This design comes from an exercise in tuning for small area on the open sky130 flow, not from production work. Only simulation tests tie the RTL to the original design; equivalence was not proved. Power is estimated from default activity; no workload was simulated.

==> flow/design.v (excerpt) <==
module priority_command_queue_with_cancel #(
  parameter int MAX_COMMANDS   = 32,
  parameter int MAX_PRIORITIES = 8
) (
  input  logic        clk,
  input  logic        rst_n,
  input  logic        in_tvalid,
  output logic        in_tready,
  input  logic [15:0] in_tdata,    
  output logic        out_tvalid,
  input  logic        out_tready,
  output logic [15:0] out_tdata,   
  input  logic        cfg_valid,
  output logic        cfg_ready,
  input  logic [0:0]  cfg_index,
  input  logic [3:0]  cfg_data
);
  localparam logic [2:0] S_CLR  = 3'd0;
  localparam logic [2:0] S_IDLE = 3'd1;
  localparam logic [2:0] S_WAIT = 3'd2;
  localparam logic [2:0] S_A    = 3'd3;
  localparam logic [2:0] S_B    = 3'd4;
  localparam logic [2:0] S_OUT  = 3'd5;
  function automatic logic lt6(input logic [5:0] a, input logic [5:0] b);
    logic r;
    r = 1'b0;
    for (int i = 0; i < 6; i++) r = (~a[i] & b[i]) | ((~a[i] | b[i]) & r);
    lt6 = r;
  endfunction
  function automatic logic lt3(input logic [2:0] a, input logic [2:0] b);
    logic r;
    r = 1'b0;
    for (int i = 0; i < 3; i++) r = (~a[i] & b[i]) | ((~a[i] | b[i]) & r);
    lt3 = r;
  endfunction
  logic       running_r;
  logic [2:0] np_r;
  assign cfg_ready = 1'b1;
  always_ff @(posedge clk) begin
    if (!rst_n) begin
      running_r <= 1'b0;
      np_r      <= 3'd1;
    end else if (cfg_valid) begin
      if (cfg_index == 1'b0) running_r <= cfg_data[0];
      else if (cfg_data[3]) np_r <= 3'd0;
      else if (cfg_data[2:0] == 3'd0) np_r <= 3'd1;
      else np_r <= cfg_data[2:0];
    end
  end
  logic [5:0] sring [32];   
  logic [5:0] bring [8];    
  logic [5:0] sfb, bfb;
  logic [4:0] ph;
  logic [2:0] st_r;
  logic [2:0] cmd_r;
  logic [4:0] id_r;    
  ...
clock: 7.0 ns
lec_check: 0
cap_margin: 20
core_margin: 2
core_utilization: 40
slew_margin: 20
standard.sh (not shown) runs the stock make flow with config.mk's settings and CLKGATE_MAP_FILE= SYNTH_SCRIPT=/design/flow/synth_recipe.tcl, a recipe that flattens the netlist after the stock synthesis.
==> flow/flow/run.sh <==
#!/bin/bash
# Standard layout with these changes: the combinational logic is re-mapped for
# area after floorplanning (flow/post_floorplan.tcl), CTS inserts no dummy loads
# and uses small clusters of clkbuf_4, ports are buffered with buf_1, and
# non-critical gates are downsized after global routing.
set -euo pipefail
here=$(pwd)
bash standard.sh \
  "POST_FLOORPLAN_TCL=$here/flow/post_floorplan.tcl" \
  'CTS_ARGS=-sink_clustering_enable -repair_clock_nets -dont_use_dummy_load -buf_list sky130_fd_sc_hd__clkbuf_4 -sink_clustering_size 12 -sink_clustering_max_diameter 45' \
  'BUFFER_PORTS_ARGS=-buffer_cell sky130_fd_sc_hd__buf_1' \
  RECOVER_POWER=100 \
  finish > make_finish.log 2>&1
==> flow/flow/post_floorplan.tcl <==
# Run after ORFS's floorplan step: re-map the combinational logic for area.
# Registers, ports and function stay the same. ABC gets a copy of the
# liberty file without the cells the platform marks don't-use.

# Writes a copy of liberty file lib to flib without the cells matching any
# pattern in patterns; returns how many cells it left out.
proc write_lib_without {lib flib patterns} {
  set in [open $lib r]
  set out [open $flib w]
  set skip 0
  set depth 0
  set dropped 0
  while {[gets $in line] >= 0} {
    if {!$skip && [regexp {^\s*cell\s*\(\s*"?([A-Za-z0-9_]+)"?\s*\)} $line -> name]} {
      foreach p $patterns {
        if {[string match $p $name]} {
          set skip 1
          set depth 0
          incr dropped
          break
        }
      }
    }
    if {$skip} {
      incr depth [expr {[regexp -all {\{} $line] - [regexp -all {\}} $line]}]
      if {$depth <= 0 && [regexp {\}} $line]} {
        set skip 0
      }
      continue
    }
    puts $out $line
  }
  close $in
  close $out
  return $dropped
}

set rs_dir [file join $::env(OBJECTS_DIR) restructure]
file mkdir $rs_dir
set rs_lib [file join $rs_dir usable.lib]
puts "restructure: left out [write_lib_without [lindex $::env(LIB_FILES) 0] $rs_lib $::env(DONT_USE_CELLS)] don't-use cells"
report_design_area
restructure -target area \
  -liberty_file $rs_lib \
  -tielo_port [join $::env(TIELO_CELL_AND_PORT) /] \
  -tiehi_port [join $::env(TIEHI_CELL_AND_PORT) /] \
  -work_dir $rs_dir
report_design_area
The first run finished with timing, DRC and antenna clean.
Edit:
--- a/flow/flow/run.sh
+++ b/flow/flow/run.sh
@@ -10 +10 @@
-  'CTS_ARGS=-sink_clustering_enable -repair_clock_nets -dont_use_dummy_load -buf_list sky130_fd_sc_hd__clkbuf_4 -sink_clustering_size 12 -sink_clustering_max_diameter 45' \
+  'CTS_ARGS=-sink_clustering_enable -repair_clock_nets -dont_use_dummy_load -buf_list sky130_fd_sc_hd__clkbuf_4 -sink_clustering_size 10 -sink_clustering_max_diameter 50' \
What happened:
- The new run finished with timing, DRC and antenna clean
- clock power climbs by a little under a tenth
- flip-flop and latch count stays the same
- final area goes up slightly
- global-route usage climbs by 0.31 points
- worst hold slack improves by 0.029 ns
- clock skew is lower by 0.0060 ns
- first-iteration DRC count came out higher by a few percent
- die area stays the same
- core utilization is higher by 0.20 points
- routed wire length rises slightly
Edit:
==> flow/flow/run.sh (replaced) <==
#!/bin/bash
# The standard layout with these changes:
# - after floorplanning the combinational logic is re-mapped for area and
#   unused tie cells are removed (flow/post_floorplan.tcl);
# - CTS inserts no dummy loads and uses small clusters of clkbuf_4;
# - ports are buffered with buf_1;
# - non-critical gates are downsized after global routing.
# make's output goes to make_finish.log; each step's log is under orfs/logs.
set -euo pipefail
here=$(pwd)
bash standard.sh \
  "POST_FLOORPLAN_TCL=$here/flow/post_floorplan.tcl" \
  'CTS_ARGS=-sink_clustering_enable -repair_clock_nets -dont_use_dummy_load -buf_list sky130_fd_sc_hd__clkbuf_4 -sink_clustering_size 12 -sink_clustering_max_diameter 45' \
  'BUFFER_PORTS_ARGS=-buffer_cell sky130_fd_sc_hd__buf_1' \
  RECOVER_POWER=100 \
  finish > make_finish.log 2>&1
--- a/flow/flow/post_floorplan.tcl
+++ b/flow/flow/post_floorplan.tcl
@@ -37,0 +38,34 @@
+# Removes tie cells whose output drives nothing, with their nets.
+proc remove_unused_ties {} {
+  set removed 0
+  foreach inst [[ord::get_db_block] getInsts] {
+    if {[[$inst getMaster] getName] ne [lindex $::env(TIELO_CELL_AND_PORT) 0]} {
+      continue
+    }
+    set used 0
+    set nets {}
+    foreach it [$inst getITerms] {
+      if {![$it isOutputSignal]} {
+        continue
+      }
+      set net [$it getNet]
+      if {$net eq "NULL"} {
+        continue
+      }
+      if {[llength [$net getITerms]] > 1 || [llength [$net getBTerms]] > 0} {
+        set used 1
+      } else {
+        lappend nets $net
+      }
+    }
+    if {!$used} {
+      odb::dbInst_destroy $inst
+      foreach net $nets {
+        odb::dbNet_destroy $net
+      }
+      incr removed
+    }
+  }
+  return $removed
+}
+
@@ -48,0 +83,2 @@
+puts "restructure: removed [remove_unused_ties] unused tie cells"
+report_design_area
Design area drops by 0.66%.
Register-to-register slack improved by 0.05 ns.
Routed wire length came out higher by 1.6%.
Worst setup slack degrades by 0.052 ns.
Flip-flop and latch count does not change.
Clock power fell by 9.8%.
Clock-buffer cell count went down by 6.
Maximum frequency decreases by 1.0%.

========
Another version of the RTL of priority_command_queue_with_cancel (not shown whole).
Size: about 580 cells after synthesis, about 270 flip-flops, ~45 I/O pins.
==> flow/config.mk <==
export PLATFORM = sky130hd
export DESIGN_NAME = priority_command_queue_with_cancel
export DESIGN_NICKNAME = priority_command_queue_with_cancel
export VERILOG_FILES = /design/flow/design.v
export SDC_FILE = /design/flow/constraint.sdc
export NUM_CORES = 4
export LEC_CHECK = 0
export CAP_MARGIN = 20
export CORE_MARGIN = 2
export CORE_UTILIZATION = 40
export SLEW_MARGIN = 20
==> flow/constraint.sdc <==
create_clock -name core_clock -period 7.0 [get_ports {clk}]
set_input_delay 1.4000 -clock core_clock [delete_from_list [all_inputs] [get_ports {clk}]]
set_output_delay 1.4000 -clock core_clock [all_outputs]
set_load 0.01 [all_outputs]
==> flow/flow/run.sh <==
#!/bin/bash
# The standard layout with these changes:
# - synthesis is the standard flow's own (synth_recipe.tcl) except that ABC maps the
#   combinational logic with flow/area.abc (flow/synth.tcl); registers come
#   out as in the standard synthesis;
# - after floorplanning the combinational logic is re-mapped for area and
#   unused tie cells are removed (flow/post_floorplan.tcl);
# - CTS inserts no dummy loads and uses small clusters of clkbuf_4;
# - ports are buffered with buf_1;
# - non-critical gates are downsized after global routing.
# make's output goes to make_finish.log; each step's log is under orfs/logs.
set -euo pipefail
here=$(pwd)
export PCQ_FLOW_DIR="$here/flow"
export PCQ_WORK_DIR="$here"
bash standard.sh \
  "SYNTH_SCRIPT=$here/flow/synth.tcl" \
  "POST_FLOORPLAN_TCL=$here/flow/post_floorplan.tcl" \
  'CTS_ARGS=-sink_clustering_enable -repair_clock_nets -dont_use_dummy_load -buf_list {sky130_fd_sc_hd__clkbuf_2 sky130_fd_sc_hd__clkbuf_4} -sink_clustering_size 12 -sink_clustering_max_diameter 45' \
  'BUFFER_PORTS_ARGS=-buffer_cell sky130_fd_sc_hd__buf_1' \
  RECOVER_POWER=100 \
  finish > make_finish.log 2>&1
Other scripts of this flow, unchanged in this note and not shown: flow/flow/area.abc, flow/flow/post_floorplan.tcl, flow/flow/synth.tcl
Then changed:
--- a/flow/flow/run.sh
+++ b/flow/flow/run.sh
@@ -17,5 +17,5 @@
   "SYNTH_SCRIPT=$here/flow/synth.tcl" \
   "POST_FLOORPLAN_TCL=$here/flow/post_floorplan.tcl" \
-  'CTS_ARGS=-sink_clustering_enable -repair_clock_nets -dont_use_dummy_load -buf_list {sky130_fd_sc_hd__clkbuf_2 sky130_fd_sc_hd__clkbuf_4} -sink_clustering_size 12 -sink_clustering_max_diameter 45' \
+  'CTS_ARGS=-sink_clustering_enable -repair_clock_nets -dont_use_dummy_load -buf_list sky130_fd_sc_hd__clkbuf_4 -sink_clustering_size 12 -sink_clustering_max_diameter 45' \
   'BUFFER_PORTS_ARGS=-buffer_cell sky130_fd_sc_hd__buf_1' \
   RECOVER_POWER=100 \
What happened:
- global-route usage is unchanged
- synthesized cell count does not change
- worst hold slack does not change
- combinational power is about the same
- fmax does not change
- cell count stays the same
- via count is unchanged
- flip-flop and latch count stays the same
- wire length does not change
- total power is unchanged
Then changed:
--- a/flow/flow/run.sh
+++ b/flow/flow/run.sh
@@ -17,5 +17,5 @@
   "SYNTH_SCRIPT=$here/flow/synth.tcl" \
   "POST_FLOORPLAN_TCL=$here/flow/post_floorplan.tcl" \
-  'CTS_ARGS=-sink_clustering_enable -repair_clock_nets -dont_use_dummy_load -buf_list sky130_fd_sc_hd__clkbuf_4 -sink_clustering_size 12 -sink_clustering_max_diameter 45' \
+  'CTS_ARGS=-sink_clustering_enable -repair_clock_nets -dont_use_dummy_load -buf_list sky130_fd_sc_hd__clkbuf_4 -sink_clustering_size 11 -sink_clustering_max_diameter 45' \
   'BUFFER_PORTS_ARGS=-buffer_cell sky130_fd_sc_hd__buf_1' \
   RECOVER_POWER=100 \
--- a/flow/config.mk
+++ b/flow/config.mk
@@ -8,4 +8,4 @@
 export CAP_MARGIN = 20
 export CORE_MARGIN = 2
-export CORE_UTILIZATION = 40
+export CORE_UTILIZATION = 60
 export SLEW_MARGIN = 20
After rerunning:
- The changed run produced a clean layout
- wire length came out lower by about 8%
- clock skew came out lower by 0.074 ns
- via count is lower by 2.0%
- non-clock buffer count stays the same
- total power shrinks by about 0.7%
- maximum frequency fell by 1.6%
- die area came out lower by 32%
- setup slack got worse by 0.073 ns
Then changed:
--- a/flow/flow/run.sh
+++ b/flow/flow/run.sh
@@ -17,5 +17,5 @@
   "SYNTH_SCRIPT=$here/flow/synth.tcl" \
   "POST_FLOORPLAN_TCL=$here/flow/post_floorplan.tcl" \
-  'CTS_ARGS=-sink_clustering_enable -repair_clock_nets -dont_use_dummy_load -buf_list sky130_fd_sc_hd__clkbuf_4 -sink_clustering_size 11 -sink_clustering_max_diameter 45' \
+  'CTS_ARGS=-sink_clustering_enable -repair_clock_nets -dont_use_dummy_load -buf_list sky130_fd_sc_hd__clkbuf_4 -sink_clustering_size 12 -sink_clustering_max_diameter 45' \
   'BUFFER_PORTS_ARGS=-buffer_cell sky130_fd_sc_hd__buf_1' \
   RECOVER_POWER=100 \
--- a/flow/config.mk
+++ b/flow/config.mk
@@ -8,4 +8,4 @@
 export CAP_MARGIN = 20
 export CORE_MARGIN = 2
-export CORE_UTILIZATION = 60
+export CORE_UTILIZATION = 80
 export SLEW_MARGIN = 20
Cell area came out lower slightly. Sequential cell count does not change. Combinational power hardly moves. Power came out lower slightly. Routed wire length went up by a quarter to a third. Worst hold slack gains 0.021 ns. Via count rose by roughly a tenth. Non-clock buffer count is unchanged.

-- port drivers added, routing unchanged --
No port has a modelled driver above. Below, the same layouts with a new extraction and two added sets of constraints. Step 1: set_driving_cell puts a clkbuf_16 on clk and a buf_2 on each other input, an assumption about the parent block. Step 2 adds t to the input delays and takes it off the output delays; t is the mean of the earliest and latest rising clock arrival at the registers after step 1. Input paths then give back, and output paths get back, about the clock's delay inside the block. Three values: ideal ports, drivers, drivers and shift; two values: the first two.
run	shift t [ns]	setup WS [ns]	hold slack, ns	worst slew at a driven data input, ns	pins driven straight from the clock port
the first run of note 1	0.645	2.040 / 2.006 / 2.651	0.272 / 0.272 / 0.272	0.05	1
the second run of note 1	0.615	2.034 / 2.001 / 2.616	0.301 / 0.301 / 0.301	0.05	1
the third run of note 1	0.627	1.982 / 1.947 / 2.574	0.281 / 0.281 / 0.281	0.04	1
the first run of note 2	0.638	2.616 / 2.580 / 3.218	0.268 / 0.268 / 0.268	0.04	1
the second run of note 2	0.638	2.616 / 2.580 / 3.218	0.268 / 0.268 / 0.268	0.04	1
the third run of note 2	0.639	2.542 / 2.510 / 3.149	0.297 / 0.297 / 0.297	0.03	1
the fourth run of note 2	0.611	2.752 / 2.722 / 3.217	0.317 / 0.317 / 0.317	0.03	1
After both steps setup and hold are still met in every run listed.
